Context: an optimization exercise on an open-source flow, tuned for small area. The choices shown serve that exercise and are no tape-out recipe.
The RTL was checked by simulation tests, not by an equivalence proof against the original design.
Power and IR drop assume default switching activity.

==> flow/design.v <==
`default_nettype none
package commandTimersPkg;
    typedef enum logic [1:0] {
        opCheck = 2'b00,
        opWait  = 2'b01,
        opClear = 2'b10,
        opSet   = 2'b11
    } timerOp_e;
    typedef struct packed {
        logic                            isStore;
        logic                            cmdBit;
        logic [$clog2(8)-1:0] select;
        logic                            prescale;
        logic [27-1:0]     waitTime;
        logic [3:0]                      regDest;
    } timerCmd_t;
    typedef struct packed {
        logic [3:0]  regDest;
        logic [31:0] data;
    } timerResult_t;
endpackage
`default_nettype wire
`default_nettype none
module commandTimers
(
    input  wire logic                         clk,
    input  wire logic                         arstN,
    input  wire logic                         ioInAck,
    output logic                              ioInReq,
    input  wire logic [3:0]                   minorOpcodeIn,
    input  wire logic [3:0]                   registerDestIn,
    input  wire logic [16-1:0] dataAddrIn,
    input  wire logic [16-1:0] dataIn,
    output logic      [8-1:0]      timerOutAck,
    input  wire logic [8-1:0]      timerOutReq,
    output logic [8*5-1:0]        resultOut
);
    localparam int NT = 8;
    logic [2:0]  phase;
    logic [15:0] lowHalf;
    logic        cmdValid;
    logic        pStore;
    logic        pBusy;      
    logic [2:0]  pSel;
    logic [3:0]  pTag;
    logic        beatFire;
    logic        highFire;
    logic        setWrite;
    logic [2:0]  sel;
    logic [26:0] waitTime;
    logic        prescale;
    logic [31:0] scaledWait;
    logic        waitOk;
    logic [11:0] highBits;   
    logic        late;       
    logic [2:0]  ringSel;
    logic [26:0] ringWait;
    logic        ringPrescale;
    logic [31:0] ringScaled;
    logic        ringWrite;
    logic [2:0]  ringPos;
    logic [2:0]  ringUntil;
    logic [2:0]  untilPass;
    logic [31:0] passSpan;
    logic        nearIn;
    logic [2:0]  lastLoIn;
    logic [27:0]   ring [NT];
    logic [2:0]    lastLo [NT];
    logic [NT-1:0] near;       
    logic [NT-1:0] busy;
    logic [NT-1:0] waitPending;
    logic [NT-1:0] slotTag0, slotTag1, slotTag2, slotTag3;
    logic [NT-1:0] slotData;
    logic [NT-1:0] ready;
    logic [NT-1:0] accept;
    assign ioInReq  = !cmdValid;
    assign beatFire = ioInAck && !cmdValid;
    assign highFire = beatFire && dataAddrIn[0];
    assign setWrite = highFire && minorOpcodeIn[2];
    assign sel      = dataIn[14:12];
    assign waitTime = {dataIn[10:0], lowHalf};
    assign prescale = dataIn[11];
    assign scaledWait = prescale ? {waitTime, 5'd0} : {5'd0, waitTime};
    assign waitOk = prescale ? ((waitTime != '0) && (!waitTime[26] || (waitTime[25:0] == '0)))
                             : (waitTime[26:1] != '0);
    assign untilPass = sel - phase - 3'd1;
    assign nearIn = (scaledWait[31:4] == '0) && ({1'b0, scaledWait[3:0]} <= {2'b0, untilPass} + 5'd1);
    assign lastLoIn = phase + scaledWait[2:0];
    assign ringSel = late ? pSel : sel;
    assign ringWait = {late ? highBits[10:0] : dataIn[10:0], lowHalf};
    assign ringPrescale = late ? highBits[11] : dataIn[11];
    assign ringScaled = ringPrescale ? {ringWait, 5'd0} : {5'd0, ringWait};
    assign ringPos = phase + 3'd1 - ringSel;
    assign ringWrite = late || (setWrite && !ringPos[0]);
    assign ringUntil = 3'd0 - ringPos;
    assign passSpan = ringScaled - 32'(ringUntil) - 32'd2 - 32'(late);
    always_ff @(posedge clk) begin
        highBits <= dataIn[11:0];
        late     <= setWrite && ringPos[0];
    end
    always_ff @(posedge clk or negedge arstN) begin
        if (!arstN) begin
            phase <= '0;
        end else begin
            phase <= phase + 3'd1;
        end
    end
    always_ff @(posedge clk) begin
        if (beatFire && !dataAddrIn[0]) begin
            lowHalf <= dataIn;
        end
    end
    always_ff @(posedge clk) begin
        if (!cmdValid) begin
            pStore <= minorOpcodeIn[2];
            pBusy  <= dataIn[15] && (!minorOpcodeIn[2] || waitOk);
            pSel   <= sel;
            pTag   <= registerDestIn;
        end
    end
    always_ff @(posedge clk or negedge arstN) begin
        if (!arstN) begin
            cmdValid <= 1'b0;
        end else if (highFire) begin
            cmdValid <= 1'b1;
        end else if (accept != '0) begin
            cmdValid <= 1'b0;
        end
    end
    for (genvar s = 0; s < NT; s++) begin : genRing
        always_ff @(posedge clk) begin
            if ((s % 2 == 0) && ringWrite && (ringPos == 3'(s))) begin
                ring[s] <= passSpan[30:3];
            end else if (s == 1) begin
                ring[s] <= ring[0] - 28'd1;
            end else begin
                ring[s] <= ring[(s + NT - 1) % NT];
            end
        end
    end
    for (genvar i = 0; i < NT; i++) begin : genTimer
        assign ready[i]  = pStore || (!timerOutAck[i] && !waitPending[i]);
        assign accept[i] = cmdValid && (pSel == 3'(i)) && ready[i];
        always_ff @(posedge clk) begin
            if (setWrite && (sel == 3'(i))) begin
                lastLo[i] <= lastLoIn;
            end
        end
        always_ff @(posedge clk) begin
            if (setWrite && (sel == 3'(i))) begin
                near[i] <= nearIn;
            end else if (phase == 3'(i)) begin
                near[i] <= (ring[0] == '0);
            end
        end
        always_ff @(posedge clk or negedge arstN) begin
            if (!arstN) begin
                busy[i] <= 1'b0;
            end else if (accept[i] && pStore) begin
                busy[i] <= pBusy;
            end else if (near[i] && (phase == lastLo[i])) begin
                busy[i] <= 1'b0;
            end
        end
        always_ff @(posedge clk or negedge arstN) begin
            if (!arstN) begin
                waitPending[i] <= 1'b0;
            end else if (accept[i] && !pStore && pBusy) begin
                waitPending[i] <= 1'b1;
            end else if (!busy[i]) begin
                waitPending[i] <= 1'b0;
            end
        end
        always_ff @(posedge clk or negedge arstN) begin
            if (!arstN) begin
                timerOutAck[i] <= 1'b0;
            end else if (timerOutAck[i]) begin
                timerOutAck[i] <= !timerOutReq[i];
            end else begin
                timerOutAck[i] <= (accept[i] && !pStore && !pBusy) || (waitPending[i] && !busy[i]);
            end
        end
        always_ff @(posedge clk) begin
            if (accept[i] && !pStore) begin
                {slotTag3[i], slotTag2[i], slotTag1[i], slotTag0[i]} <= pTag;
                slotData[i] <= !pBusy && busy[i];
            end
        end
        assign resultOut[i*5 +: 5] = {slotTag3[i], slotTag2[i], slotTag1[i], slotTag0[i], slotData[i]};
    end
endmodule
`default_nettype wire
==> flow/config.mk <==
export PLATFORM = sky130hd
export DESIGN_NAME = commandTimers
export DESIGN_NICKNAME = commandTimers
export VERILOG_FILES = /design/flow/design.v
export SDC_FILE = /design/flow/constraint.sdc
export NUM_CORES = 4
export LEC_CHECK = 0
export CAP_MARGIN = 20
export CORE_MARGIN = 2
export CORE_UTILIZATION = 60
export CTS_BUF_LIST = sky130_fd_sc_hd__clkbuf_8
export CTS_CLUSTER_DIAMETER = 60
export CTS_CLUSTER_SIZE = 18
export SLEW_MARGIN = 20
==> flow/constraint.sdc <==
create_clock -name core_clock -period 7.0 [get_ports {clk}]
set_input_delay 1.4000 -clock core_clock [delete_from_list [all_inputs] [get_ports {clk}]]
set_output_delay 1.4000 -clock core_clock [all_outputs]
set_load 0.01 [all_outputs]
standard.sh (not shown) runs the stock make flow with config.mk's settings and CLKGATE_MAP_FILE= SYNTH_SCRIPT=/design/flow/synth_recipe.tcl, a recipe that flattens the netlist after the stock synthesis.
==> flow/flow/run.sh <==
#!/bin/bash
# The standard layout, with single-drive port buffers and a clock tree
# built from mid-size buffers without dummy loads.
set -euo pipefail
export BUFFER_PORTS_ARGS="-buffer_cell sky130_fd_sc_hd__buf_1"
export CTS_ARGS="-sink_clustering_enable -repair_clock_nets -buf_list sky130_fd_sc_hd__clkbuf_8 -sink_clustering_size 18 -sink_clustering_max_diameter 60 -dont_use_dummy_load"
bash standard.sh > standard.log 2>&1
Edit:
--- a/flow/design.v
+++ b/flow/design.v
@@ -60,9 +60,11 @@
     logic        ringWrite;
     logic [2:0]  ringPos;
     logic [2:0]  ringUntil;
     logic [2:0]  untilPass;
-    logic [31:0] passSpan;
+    logic [3:0]  spanOffset;
+    logic [4:0]  spanLow;
+    logic [27:0] passSpan;
     logic        nearIn;
     logic [2:0]  lastLoIn;
     logic [27:0]   ring [NT];
     logic [2:0]    lastLo [NT];
@@ -92,9 +94,22 @@
     assign ringScaled = ringPrescale ? {ringWait, 5'd0} : {5'd0, ringWait};
     assign ringPos = phase + 3'd1 - ringSel;
     assign ringWrite = late || (setWrite && !ringPos[0]);
     assign ringUntil = 3'd0 - ringPos;
-    assign passSpan = ringScaled - 32'(ringUntil) - 32'd2 - 32'(late);
+    assign spanOffset = {1'b0, ringUntil} + 4'd2 + 4'(late);
+    assign spanLow = {1'b0, ringScaled[3:0]} - {1'b0, spanOffset};
+    logic [26:0] spanZeros;
+    logic [26:0] spanHigh;
+    always_comb begin
+        spanZeros[0] = spanLow[4];
+        for (int k = 1; k < 27; k++) begin
+            spanZeros[k] = spanZeros[k-1] && !ringScaled[k+3];
+        end
+        for (int k = 0; k < 27; k++) begin
+            spanHigh[k] = ringScaled[k+4] ^ spanZeros[k];
+        end
+    end
+    assign passSpan = {spanHigh, spanLow[3]};
     always_ff @(posedge clk) begin
         highBits <= dataIn[11:0];
         late     <= setWrite && ringPos[0];
     end
@@ -129,9 +144,9 @@
     end
     for (genvar s = 0; s < NT; s++) begin : genRing
         always_ff @(posedge clk) begin
             if ((s % 2 == 0) && ringWrite && (ringPos == 3'(s))) begin
-                ring[s] <= passSpan[30:3];
+                ring[s] <= passSpan;
             end else if (s == 1) begin
                 ring[s] <= ring[0] - 28'd1;
             end else begin
                 ring[s] <= ring[(s + NT - 1) % NT];
- This time the run completed, yet does not pass: negative setup slack
- hold slack improves by 0.014 ns
- die area fell by 4.6%
- area after synthesis fell by 4.7%
- sequential cell count is unchanged
- wire length fell by 5.5%
- cell area is about the same
- final cell count fell by 3.0%
- global-route usage rose by 0.43 points
- register-to-register slack degrades by 1.7 ns
- sequential share of layout area fell by 0.15 points
- synthesized cell count fell by 5.5%
- clock skew rose by 0.0078 ns
- utilization rose by 2.9 points

========
== onyx ==
RTL: the design.v shown in full above, as it stands there.
export LEC_CHECK = 0
export CAP_MARGIN = 20
export CORE_MARGIN = 2
export CORE_UTILIZATION = 40
export SLEW_MARGIN = 20
create_clock -name core_clock -period 7.0 [get_ports {clk}]
run.sh (not shown) runs the stock make flow with config.mk's settings and CLKGATE_MAP_FILE= SYNTH_SCRIPT=/design/flow/synth_recipe.tcl, a recipe that flattens the netlist after the stock synthesis.
Stock flow here: none of the scripts above is used.
The inputs of lagoon differ from those of onyx as listed below.
--- a/flow/design.v
+++ b/flow/design.v
@@ -50,17 +50,9 @@
     logic [26:0] waitTime;
     logic        prescale;
     logic [31:0] scaledWait;
     logic        waitOk;
-    logic [11:0] highBits;   
-    logic        late;       
-    logic [2:0]  ringSel;
-    logic [26:0] ringWait;
-    logic        ringPrescale;
-    logic [31:0] ringScaled;
-    logic        ringWrite;
     logic [2:0]  ringPos;
-    logic [2:0]  ringUntil;
     logic [2:0]  untilPass;
     logic [31:0] passSpan;
     logic        nearIn;
     logic [2:0]  lastLoIn;
@@ -82,23 +74,13 @@
     assign prescale = dataIn[11];
     assign scaledWait = prescale ? {waitTime, 5'd0} : {5'd0, waitTime};
     assign waitOk = prescale ? ((waitTime != '0) && (!waitTime[26] || (waitTime[25:0] == '0)))
                              : (waitTime[26:1] != '0);
-    assign untilPass = sel - phase - 3'd1;
+    assign ringPos = phase + 3'd1 - sel;
+    assign untilPass = 3'd0 - ringPos;
     assign nearIn = (scaledWait[31:4] == '0) && ({1'b0, scaledWait[3:0]} <= {2'b0, untilPass} + 5'd1);
+    assign passSpan = scaledWait - 32'(untilPass) - 32'd2;
     assign lastLoIn = phase + scaledWait[2:0];
-    assign ringSel = late ? pSel : sel;
-    assign ringWait = {late ? highBits[10:0] : dataIn[10:0], lowHalf};
-    assign ringPrescale = late ? highBits[11] : dataIn[11];
-    assign ringScaled = ringPrescale ? {ringWait, 5'd0} : {5'd0, ringWait};
-    assign ringPos = phase + 3'd1 - ringSel;
-    assign ringWrite = late || (setWrite && !ringPos[0]);
-    assign ringUntil = 3'd0 - ringPos;
-    assign passSpan = ringScaled - 32'(ringUntil) - 32'd2 - 32'(late);
-    always_ff @(posedge clk) begin
-        highBits <= dataIn[11:0];
-        late     <= setWrite && ringPos[0];
-    end
     always_ff @(posedge clk or negedge arstN) begin
         if (!arstN) begin
             phase <= '0;
         end else begin
@@ -128,9 +110,9 @@
         end
     end
     for (genvar s = 0; s < NT; s++) begin : genRing
         always_ff @(posedge clk) begin
-            if ((s % 2 == 0) && ringWrite && (ringPos == 3'(s))) begin
+            if (setWrite && (ringPos == 3'(s))) begin
                 ring[s] <= passSpan[30:3];
             end else if (s == 1) begin
                 ring[s] <= ring[0] - 28'd1;
             end else begin
==> run summary <==
lagoon did not stop at any stage, and its layout met the timing, DRC and antenna checks. onyx finished end to end and its layout was clean on timing, DRC and antenna. Of lagoon and onyx, lagoon shows the lower proportion of cell area occupied by registers, with onyx above it. Total number of multi-input combinational cells: lower on onyx. Sequential power: lagoon vs onyx — no meaningful difference. NOTE: vertical extent of the die in lagoon exceeds that of onyx. lagoon: final design area excluding fillers 5.8% above onyx. Going from onyx to lagoon, net switching component of the power now larger; total power now larger.

-- port drivers added, routing unchanged --
How much do the figures lean on ideal ports? The routed layouts below were timed once more, with nothing changed but the port constraints.
Step 1 assumes that a clkbuf_16 drives the clock port and a buf_2 every other input.
Step 2 moves the port delays by t, midway between the first and last clock arrival at a register: inputs arrive t later, outputs are due t later. That takes back most of the time a late clock gives input paths.
a / b / c = ideal / step 1 / step 2; a / b = the first two.
| run | t, ns | setup slack, ns | hold slack, ns | slew at the worst register clock pin (ns) | cell pins on the clock port's net |
|---|---|---|---|---|---|
| the first run of note 1 | 0.595 | 1.481 / 1.481 / 0.982 | 0.302 / 0.302 / 0.302 | 0.11 / 0.11 | 1 |
| the second run of note 1 | 0.595 | -0.755 / -0.745 / -1.339 | 0.316 / 0.316 / 0.316 | 0.11 / 0.11 | 1 |
| onyx | 0.556 | 1.151 / 1.174 / 0.618 | 0.320 / 0.320 / 0.320 | 0.06 / 0.06 | 1 |
| lagoon | 0.575 | 1.542 / 1.574 / 1.000 | 0.422 / 0.422 / 0.422 | 0.07 / 0.07 | 1 |
For the second run of note 1, which loses most, drivers alone change the setup slack by +0.010 ns; drivers and shift together by -0.584 ns.
